What follows belongs to an exercise in optimizing a design on an open flow for small area and a short achievable clock period; a production flow would make more cautious choices.
Where RTL was checked, it was by simulation tests only, not by an equivalence proof against the original.
Power figures rest on the tool's default switching activity, not on a simulated workload.

==> inputs of ember <==
==> flow/design.v (excerpt) <==
module mem_responder #(
    parameter int ADDR_W      = 8,
    parameter int WAIT_CYCLES = 1
) (
    input  logic              clk_i,
    input  logic              reset_i,
    input  logic              req_valid_i,
    output logic              req_ready_o,
    input  logic              req_we_i,
    input  logic              req_pc_i,
    input  logic [15:0]       req_addr_i,
    input  logic [15:0]       req_wdata_i,
    output logic              resp_valid_o,
    output logic [15:0]       resp_rdata_o,
    output logic              resp_err_o,
    input  logic              ld_we_i,
    input  logic [ADDR_W-1:0] ld_addr_i,
    input  logic [15:0]       ld_data_i,
    output logic [15:0]       fetch_cnt_o,
    output logic [15:0]       load_cnt_o,
    output logic [15:0]       store_cnt_o
);
==> module mem_responder, before the edit <==
module mem_responder #(
    parameter int ADDR_W      = 8,
    parameter int WAIT_CYCLES = 1
) (
    input  logic              clk_i,
    input  logic              reset_i,
    input  logic              req_valid_i,
    output logic              req_ready_o,
    input  logic              req_we_i,
    input  logic              req_pc_i,
    input  logic [15:0]       req_addr_i,
    input  logic [15:0]       req_wdata_i,
    output logic              resp_valid_o,
    output logic [15:0]       resp_rdata_o,
    output logic              resp_err_o,
    input  logic              ld_we_i,
    input  logic [ADDR_W-1:0] ld_addr_i,
    input  logic [15:0]       ld_data_i,
    output logic [15:0]       fetch_cnt_o,
    output logic [15:0]       load_cnt_o,
    output logic [15:0]       store_cnt_o
);
    localparam int DEPTH = 1 << ADDR_W;
    typedef enum logic [1:0] {S_IDLE, S_WAIT, S_RESP} state_t;
    state_t            state_q, state_d;
    logic [3:0]        wcnt_q, wcnt_d;
    logic              we_q, pc_q, err_q;
    logic [ADDR_W-1:0] addr_q;
    logic [15:0]       wdata_q;
    logic [15:0]       rdata_q, rdata_d;
    logic              rerr_q, rerr_d;
    logic [15:0]       fetch_q, fetch_d, load_q, load_d, store_q, store_d;
    logic [15:0]       mem [DEPTH];
    logic              idle, accept, req_err, enter_resp;
    logic              cur_we, cur_pc, cur_err;
    logic [ADDR_W-1:0] cur_addr;
    logic [15:0]       cur_wdata;
    logic              mem_we;
    logic [ADDR_W-1:0] mem_waddr;
    logic [15:0]       mem_wdata;
    assign idle          = (state_q == S_IDLE);
    assign req_ready_o   = idle && !ld_we_i;
    assign accept        = req_valid_i && req_ready_o;
    assign req_err       = ((req_addr_i >> ADDR_W) != 16'd0) || (req_pc_i && req_we_i);
    assign cur_we    = idle ? req_we_i                 : we_q;
    assign cur_pc    = idle ? req_pc_i               : pc_q;
    assign cur_err   = idle ? req_err                    : err_q;
    assign cur_addr  = idle ? req_addr_i[ADDR_W-1:0]   : addr_q;
    assign cur_wdata = idle ? req_wdata_i              : wdata_q;
    always_comb begin
        state_d    = state_q;
        wcnt_d     = wcnt_q;
        rdata_d    = rdata_q;
        rerr_d     = rerr_q;
        fetch_d    = fetch_q;
        load_d     = load_q;
        store_d    = store_q;
        enter_resp = 1'b0;
        mem_we     = 1'b0;
        mem_waddr  = ld_addr_i;
        mem_wdata  = ld_data_i;
        case (state_q)
            S_IDLE: begin
                if (ld_we_i) begin
                    mem_we = 1'b1;
                end else if (accept) begin
                    if (WAIT_CYCLES == 0) begin
                        state_d    = S_RESP;
                        enter_resp = 1'b1;
                    end else begin
                        state_d = S_WAIT;
                        wcnt_d  = 4'(WAIT_CYCLES - 1);
                    end
                end
            end
            S_WAIT: begin
                if (wcnt_q == 4'd0) begin
                    state_d    = S_RESP;
                    enter_resp = 1'b1;
                end else begin
                    wcnt_d = wcnt_q - 4'd1;
                end
            end
            S_RESP:  state_d = S_IDLE;
            default: state_d = S_IDLE;
        endcase
        if (enter_resp) begin
            rerr_d  = cur_err;
            rdata_d = (cur_err || cur_we) ? 16'd0 : mem[cur_addr];
            if (!cur_err) begin
                if (cur_pc) begin
                    fetch_d = fetch_q + 16'd1;
                end else if (cur_we) begin
                    store_d   = store_q + 16'd1;
                    mem_we    = 1'b1;
                    mem_waddr = cur_addr;
                    mem_wdata = cur_wdata;
                end else begin
                    load_d = load_q + 16'd1;
                end
            end
        end
    end
    always_ff @(posedge clk_i) begin
        if (reset_i) begin
            state_q <= S_IDLE;
            wcnt_q  <= 4'd0;
            rdata_q <= 16'd0;
            rerr_q  <= 1'b0;
            fetch_q <= 16'd0;
            load_q  <= 16'd0;
            store_q <= 16'd0;
        end else begin
            state_q <= state_d;
            wcnt_q  <= wcnt_d;
            rdata_q <= rdata_d;
            rerr_q  <= rerr_d;
            fetch_q <= fetch_d;
            load_q  <= load_d;
            store_q <= store_d;
        end
    end
    always_ff @(posedge clk_i) begin
        if (accept) begin
            we_q    <= req_we_i;
            pc_q    <= req_pc_i;
            err_q   <= req_err;
            addr_q  <= req_addr_i[ADDR_W-1:0];
            wdata_q <= req_wdata_i;
        end
    end
    always_ff @(posedge clk_i) begin
        if (mem_we && !reset_i) begin
            mem[mem_waddr] <= mem_wdata;
        end
    end
    assign resp_valid_o = (state_q == S_RESP);
    assign resp_rdata_o = rdata_q;
    assign resp_err_o   = rerr_q;
    assign fetch_cnt_o  = fetch_q;
    assign load_cnt_o   = load_q;
    assign store_cnt_o  = store_q;
endmodule
clock: 4.8 ns
lec_check: 0
cap_margin: 20
core_margin: 2
core_utilization: 40
slew_margin: 20
run.sh (not shown) runs the stock make flow with config.mk's settings and CLKGATE_MAP_FILE= SYNTH_SCRIPT=/design/flow/synth_recipe.tcl, a recipe that flattens the netlist after the stock synthesis.
==> inputs of harbor, as changes to ember <==
==> flow/design.v (replaced) <==
module mem_responder #(
    parameter int ADDR_W      = 8,
    parameter int WAIT_CYCLES = 1
) (
    input  logic              clk_i,
    input  logic              reset_i,
    input  logic              req_valid_i,
    output logic              req_ready_o,
    input  logic              req_we_i,
    input  logic              req_pc_i,
    input  logic [15:0]       req_addr_i,
    input  logic [15:0]       req_wdata_i,
    output logic              resp_valid_o,
    output logic [15:0]       resp_rdata_o,
    output logic              resp_err_o,
    input  logic              ld_we_i,
    input  logic [ADDR_W-1:0] ld_addr_i,
    input  logic [15:0]       ld_data_i,
    output logic [15:0]       fetch_cnt_o,
    output logic [15:0]       load_cnt_o,
    output logic [15:0]       store_cnt_o
);
    localparam int DEPTH = 1 << ADDR_W;
    logic              wait_q, resp_q;
    logic              we_q, pc_q, err_q;
    logic [ADDR_W-1:0] addr_q;
    logic [15:0]       wdata_q;
    logic [15:0]       rdata_q;
    logic [15:0]       fetch_q, load_q, store_q;
    logic [15:0]       mem_q [DEPTH];
    logic idle, accept, req_err;
    assign idle        = !wait_q && !resp_q;
    assign req_ready_o = idle && !ld_we_i;
    assign accept      = req_valid_i && req_ready_o;
    assign req_err     = (req_addr_i[15:ADDR_W] != '0) || (req_pc_i && req_we_i);
    always_ff @(posedge clk_i) begin
        wait_q <= !reset_i && accept;
        resp_q <= !reset_i && wait_q;
    end
    always_ff @(posedge clk_i) begin
        if (idle) begin
            we_q    <= req_we_i;
            pc_q    <= req_pc_i;
            err_q   <= req_err;
            addr_q  <= req_addr_i[ADDR_W-1:0];
            wdata_q <= req_wdata_i;
        end
    end
    always_ff @(posedge clk_i) begin
        if (reset_i) begin
            fetch_q <= 16'd0;
            load_q  <= 16'd0;
            store_q <= 16'd0;
        end else if (wait_q && !err_q) begin
            if (pc_q)      fetch_q <= fetch_q + 16'd1;
            else if (we_q) store_q <= store_q + 16'd1;
            else           load_q  <= load_q + 16'd1;
        end
    end
    logic              mem_we;
    logic [ADDR_W-1:0] mem_waddr;
    logic [15:0]       mem_wdata;
    assign mem_we    = !reset_i && (wait_q ? (we_q && !err_q) : (idle && ld_we_i));
    assign mem_waddr = wait_q ? addr_q  : ld_addr_i;
    assign mem_wdata = wait_q ? wdata_q : ld_data_i;
    localparam int NGRP = DEPTH / 8;
    logic [NGRP-1:0] gsel;
    logic [15:0]     cand_d [8];
    logic [15:0]     cand_q [8];
    genvar r;
    generate
        for (r = 0; r < DEPTH; r++) begin : g_word
            always_ff @(posedge clk_i) begin
                if (mem_we && mem_waddr == ADDR_W'(r)) mem_q[r] <= mem_wdata;
            end
        end
        for (r = 0; r < NGRP; r++) begin : g_grp
            assign gsel[r] = (req_addr_i[ADDR_W-1:3] == (ADDR_W-3)'(r));
        end
    endgenerate
    always_comb begin
        for (int k = 0; k < 8; k++) begin
            cand_d[k] = 16'd0;
            for (int g = 0; g < NGRP; g++) cand_d[k] = cand_d[k] | ({16{gsel[g]}} & mem_q[8*g + k]);
        end
    end
    always_ff @(posedge clk_i) begin
        for (int k = 0; k < 8; k++) cand_q[k] <= cand_d[k];
    end
    always_ff @(posedge clk_i) rdata_q <= (we_q || err_q) ? 16'd0 : cand_q[addr_q[2:0]];
    assign resp_valid_o = resp_q;
    assign resp_rdata_o = rdata_q;
    assign resp_err_o   = err_q;
    assign fetch_cnt_o  = fetch_q;
    assign load_cnt_o   = load_q;
    assign store_cnt_o  = store_q;
endmodule
- CORE_UTILIZATION: 40 -> 70
- CTS_CLUSTER_DIAMETER: not set -> 80
- CTS_CLUSTER_SIZE: not set -> 20
- SETUP_SLACK_MARGIN: not set -> 2.0
- SLEW_MARGIN: 20 -> 30
==> run summary <==
item	ember	harbor
Switching pwr	0.0197 W	0.0148 W
Yosys synthesis warning count	1	4
Relative contribution of combinational cells to total power	0.096	0.051
Type of the worst min-delay path	flop to flop	input pin to flop
Count of multi-input combinational gates	6860	3936
Run status	timing/DRC/antenna clean	timing/DRC/antenna clean
Proportion of netlist area held by the largest area contributor	0.748	0.790
R2R Setup Slk	0.12 ns	1.94 ns
Non-Clock Buffer Count	1331	1024
Die height	647 um	477 um
Minimum setup slack after placement	-0.733 ns	0.184 ns
Critical Path Start	state_q[0]	req_addr_i[3]
Global-route wire length before repair	779000 um	794000 um
Buffers from clock root to sink, at most	4	3
Die footprint	419000 sq um	228000 sq um
Share of the synthesized area in compound gates (AO/OA/AOI/OAI)	0.0604	0.0924
Routed WL	555000 um	595000 um
Post-synthesis xor/xnor area fraction	0.00222	0.00201

==> run H <==
Another version of the RTL of mem_responder (not shown whole).
==> module mem_responder, before the edit <==
module mem_responder #(
    parameter int ADDR_W      = 8,
    parameter int WAIT_CYCLES = 1
) (
    input  logic              clk_i,
    input  logic              reset_i,
    input  logic              req_valid_i,
    output logic              req_ready_o,
    input  logic              req_we_i,
    input  logic              req_pc_i,
    input  logic [15:0]       req_addr_i,
    input  logic [15:0]       req_wdata_i,
    output logic              resp_valid_o,
    output logic [15:0]       resp_rdata_o,
    output logic              resp_err_o,
    input  logic              ld_we_i,
    input  logic [ADDR_W-1:0] ld_addr_i,
    input  logic [15:0]       ld_data_i,
    output logic [15:0]       fetch_cnt_o,
    output logic [15:0]       load_cnt_o,
    output logic [15:0]       store_cnt_o
);
    localparam int DEPTH = 1 << ADDR_W;
    logic              wait_q, resp_q;
    logic              we_q, pc_q, err_q;
    logic [ADDR_W-1:0] addr_q;
    logic [15:0]       wdata_q;
    logic [15:0]       rdata_q;
    logic [15:0]       fetch_q, load_q, store_q;
    logic [15:0]       mem_q [DEPTH];
    logic idle, accept, req_err;
    assign idle        = !wait_q && !resp_q;
    assign req_ready_o = idle && !ld_we_i;
    assign accept      = req_valid_i && req_ready_o;
    assign req_err     = (req_addr_i[15:ADDR_W] != '0) || (req_pc_i && req_we_i);
    always_ff @(posedge clk_i) begin
        wait_q <= !reset_i && accept;
        resp_q <= !reset_i && wait_q;
    end
    always_ff @(posedge clk_i) begin
        if (idle) begin
            we_q    <= req_we_i;
            pc_q    <= req_pc_i;
            err_q   <= req_err;
            addr_q  <= req_addr_i[ADDR_W-1:0];
            wdata_q <= req_wdata_i;
        end
    end
    always_ff @(posedge clk_i) begin
        if (reset_i) begin
            fetch_q <= 16'd0;
            load_q  <= 16'd0;
            store_q <= 16'd0;
        end else if (wait_q && !err_q) begin
            if (pc_q)      fetch_q <= fetch_q + 16'd1;
            else if (we_q) store_q <= store_q + 16'd1;
            else           load_q  <= load_q + 16'd1;
        end
    end
    logic              mem_we;
    logic [ADDR_W-1:0] mem_waddr;
    logic [15:0]       mem_wdata;
    assign mem_we    = !reset_i && (wait_q ? (we_q && !err_q) : (idle && ld_we_i));
    assign mem_waddr = wait_q ? addr_q  : ld_addr_i;
    assign mem_wdata = wait_q ? wdata_q : ld_data_i;
    logic rd_en;
    assign rd_en = !req_we_i && !req_err;
    localparam int NGRP = DEPTH / 4;
    logic [NGRP-1:0] gsel;
    logic [15:0]     cand_d [4];
    logic [15:0]     cand_q [4];
    genvar r;
    generate
        for (r = 0; r < DEPTH; r++) begin : g_word
            always_ff @(posedge clk_i) begin
                if (mem_we && mem_waddr == ADDR_W'(r)) mem_q[r] <= mem_wdata;
            end
        end
        for (r = 0; r < NGRP; r++) begin : g_grp
            assign gsel[r] = rd_en && (req_addr_i[ADDR_W-1:2] == (ADDR_W-2)'(r));
        end
    endgenerate
    always_comb begin
        for (int k = 0; k < 4; k++) begin
            cand_d[k] = 16'd0;
            for (int g = 0; g < NGRP; g++) cand_d[k] = cand_d[k] | ({16{gsel[g]}} & mem_q[4*g + k]);
        end
    end
    always_ff @(posedge clk_i) begin
        if (idle) begin
            for (int k = 0; k < 4; k++) cand_q[k] <= cand_d[k];
        end
    end
    always_ff @(posedge clk_i) rdata_q <= cand_q[addr_q[1:0]];
    assign resp_valid_o = resp_q;
    assign resp_rdata_o = rdata_q;
    assign resp_err_o   = err_q;
    assign fetch_cnt_o  = fetch_q;
    assign load_cnt_o   = load_q;
    assign store_cnt_o  = store_q;
endmodule
==> flow/config.mk <==
export PLATFORM = sky130hd
export DESIGN_NAME = mem_responder
export DESIGN_NICKNAME = mem_responder
export VERILOG_FILES = /design/flow/design.v
export SDC_FILE = /design/flow/constraint.sdc
export NUM_CORES = 4
export LEC_CHECK = 0
export CAP_MARGIN = 20
export CORE_MARGIN = 2
export CORE_UTILIZATION = 65
export SETUP_SLACK_MARGIN = 2.0
export SLEW_MARGIN = 30
==> flow/constraint.sdc <==
create_clock -name core_clock -period 4.8 [get_ports {clk_i}]
set_input_delay 0.9600 -clock core_clock [delete_from_list [all_inputs] [get_ports {clk_i}]]
set_output_delay 0.9600 -clock core_clock [all_outputs]
set_load 0.01 [all_outputs]
==> inputs of run M, as changes to run H <==
==> flow/design.v, changed modules only <==
module mem_responder #(
    parameter int ADDR_W      = 8,
    parameter int WAIT_CYCLES = 1
) (
    input  logic              clk_i,
    input  logic              reset_i,
    input  logic              req_valid_i,
    output logic              req_ready_o,
    input  logic              req_we_i,
    input  logic              req_pc_i,
    input  logic [15:0]       req_addr_i,
    input  logic [15:0]       req_wdata_i,
    output logic              resp_valid_o,
    output logic [15:0]       resp_rdata_o,
    output logic              resp_err_o,
    input  logic              ld_we_i,
    input  logic [ADDR_W-1:0] ld_addr_i,
    input  logic [15:0]       ld_data_i,
    output logic [15:0]       fetch_cnt_o,
    output logic [15:0]       load_cnt_o,
    output logic [15:0]       store_cnt_o
);
    localparam int DEPTH = 1 << ADDR_W;
    logic              wait_q, resp_q, ldw_q;
    logic              we_q, pc_q, err_q;
    logic [ADDR_W-1:0] addr_q;
    logic [15:0]       wdata_q;
    logic [15:0]       rdata_q;
    logic [15:0]       fetch_q, load_q, store_q;
    logic [15:0]       mem_q [DEPTH];
    logic idle, accept, req_err;
    assign idle        = !wait_q && !resp_q;
    assign req_ready_o = idle && !ld_we_i;
    assign accept      = req_valid_i && req_ready_o;
    assign req_err     = (req_addr_i[15:ADDR_W] != '0) || (req_pc_i && req_we_i);
    always_ff @(posedge clk_i) begin
        wait_q <= !reset_i && accept;
        resp_q <= !reset_i && wait_q;
        ldw_q  <= !reset_i && idle && ld_we_i;
    end
    always_ff @(posedge clk_i) begin
        if (idle) begin
            we_q    <= req_we_i;
            pc_q    <= req_pc_i;
            err_q   <= req_err;
            addr_q  <= ld_we_i ? ld_addr_i : req_addr_i[ADDR_W-1:0];
            wdata_q <= ld_we_i ? ld_data_i : req_wdata_i;
        end
    end
    always_ff @(posedge clk_i) begin
        if (reset_i) begin
            fetch_q <= 16'd0;
            load_q  <= 16'd0;
            store_q <= 16'd0;
        end else if (wait_q && !err_q) begin
            if (pc_q)      fetch_q <= fetch_q + 16'd1;
            else if (we_q) store_q <= store_q + 16'd1;
            else           load_q  <= load_q + 16'd1;
        end
    end
    logic mem_we;
    assign mem_we = ldw_q || (resp_q && we_q && !err_q);
    logic rd_en;
    assign rd_en = !we_q && !err_q;
    logic [DEPTH-1:0] wsel, rsel;
    logic [15:0]      rd_terms [DEPTH];
    genvar r;
    generate
        for (r = 0; r < DEPTH; r++) begin : g_word
            logic wr, wrn;
            assign wr  = mem_we && (addr_q == ADDR_W'(r));
            assign wrn = !wr;
            assign rsel[r] = rd_en && (addr_q == ADDR_W'(r));
            always_ff @(posedge clk_i) begin
                mem_q[r] <= ({16{wr}} & wdata_q) | ({16{wrn}} & mem_q[r]);
            end
            assign rd_terms[r] = {16{rsel[r]}} & mem_q[r];
        end
    endgenerate
    logic [15:0] rd_data;
    always_comb begin
        rd_data = 16'd0;
        for (int i = 0; i < DEPTH; i++) rd_data = rd_data | rd_terms[i];
    end
    always_ff @(posedge clk_i) rdata_q <= rd_data;
    assign resp_valid_o = resp_q;
    assign resp_rdata_o = rdata_q;
    assign resp_err_o   = err_q;
    assign fetch_cnt_o  = fetch_q;
    assign load_cnt_o   = load_q;
    assign store_cnt_o  = store_q;
endmodule
Settings changed: ABC_CLOCK_PERIOD_IN_PS set to 2500, CORE_UTILIZATION 65 to 40, SLEW_MARGIN 30 to 20.
==> notes <==
- Of run M and run H, run M has the higher combinational power (gap about 40%, measured against run H).
- In run M the non-clock buffer count is higher than in run H, by 896.
- Of run H and run M, run H has the higher sequential share of layout area (gap 5.6 points).
- Sequential power is about the same in run M and run H.
- Between run M and run H, the lower cell count is in run H (gap about 27%, measured against run H).
- In run H the first-iteration DRC count is lower than in run M, by about 40%.
- Run M produced a layout that fails on slew limit. Run H ran to the end with no violations.
- Against run M, the hold slack of run H is worse by 220 ps.
==> figures <==
                                                                  run M                    run H
Synth Instances                                                   8,845                    8,461
Final nets                                                       10,900                    9,593
Switch share                                                      24.0%                    21.3%
Power dissipated in the clock network                          0.0348 W                 0.0317 W
GR Layer Usage met3                                               30.0%                    16.5%
Footprint of the multi-input gates                          33,200 um^2              29,800 um^2
Final critical-path required period                             4750 ps                  3130 ps
Levels on crit path                                                  19                        9
Routed wire length on met2                                       424 mm                   236 mm
GRT Resource Usage Total                                          55.6%                    44.4%
Slew at the pin with the worst max-slew slack                   1580 ps                  1110 ps
Worst flop-to-flop path startpoint                            addr_q[7]                   wait_q
Worst clock skew on the final layout                            94.3 ps                  52.0 ps
Highest fanout seen on the critical path                              4                       37
Worst voltage drop across the vdd grid                       0.000367 V               0.000417 V
Status                                         finished with violations  complete, no violations
Layout check failures                                        slew limit                        -
Only the layout flow was run in run M; the RTL was not checked for function there.

## re-timing with driven ports
The results above use ideal ports. As a check the final layouts listed here were re-extracted and re-timed, cells and wires unchanged.
Step 1 assumes that a clkbuf_16 drives the clock port and a buf_2 every other input.
Step 2 also shifts input and output timing later by t, the mid clock arrival at the registers, as if the neighbouring blocks saw the same clock.
Three values: ideal, step 1, step 2; two values: the first two.
run	shift t [ns]	setup WS [ns]	worst setup path at the end
ember	1.109	0.117 / 0.117 / -0.881	input to register
harbor	1.047	1.877 / 1.886 / 0.839	input to register
run H	1.084	1.672 / 1.476 / 0.392	input to register
run M	1.183	0.047 / 0.047 / 0.047	register to register
Met with ideal ports but missed after step 2: setup timing in ember. For run H, which loses most, drivers alone change the setup slack by -0.196 ns; drivers and shift together by -1.280 ns.
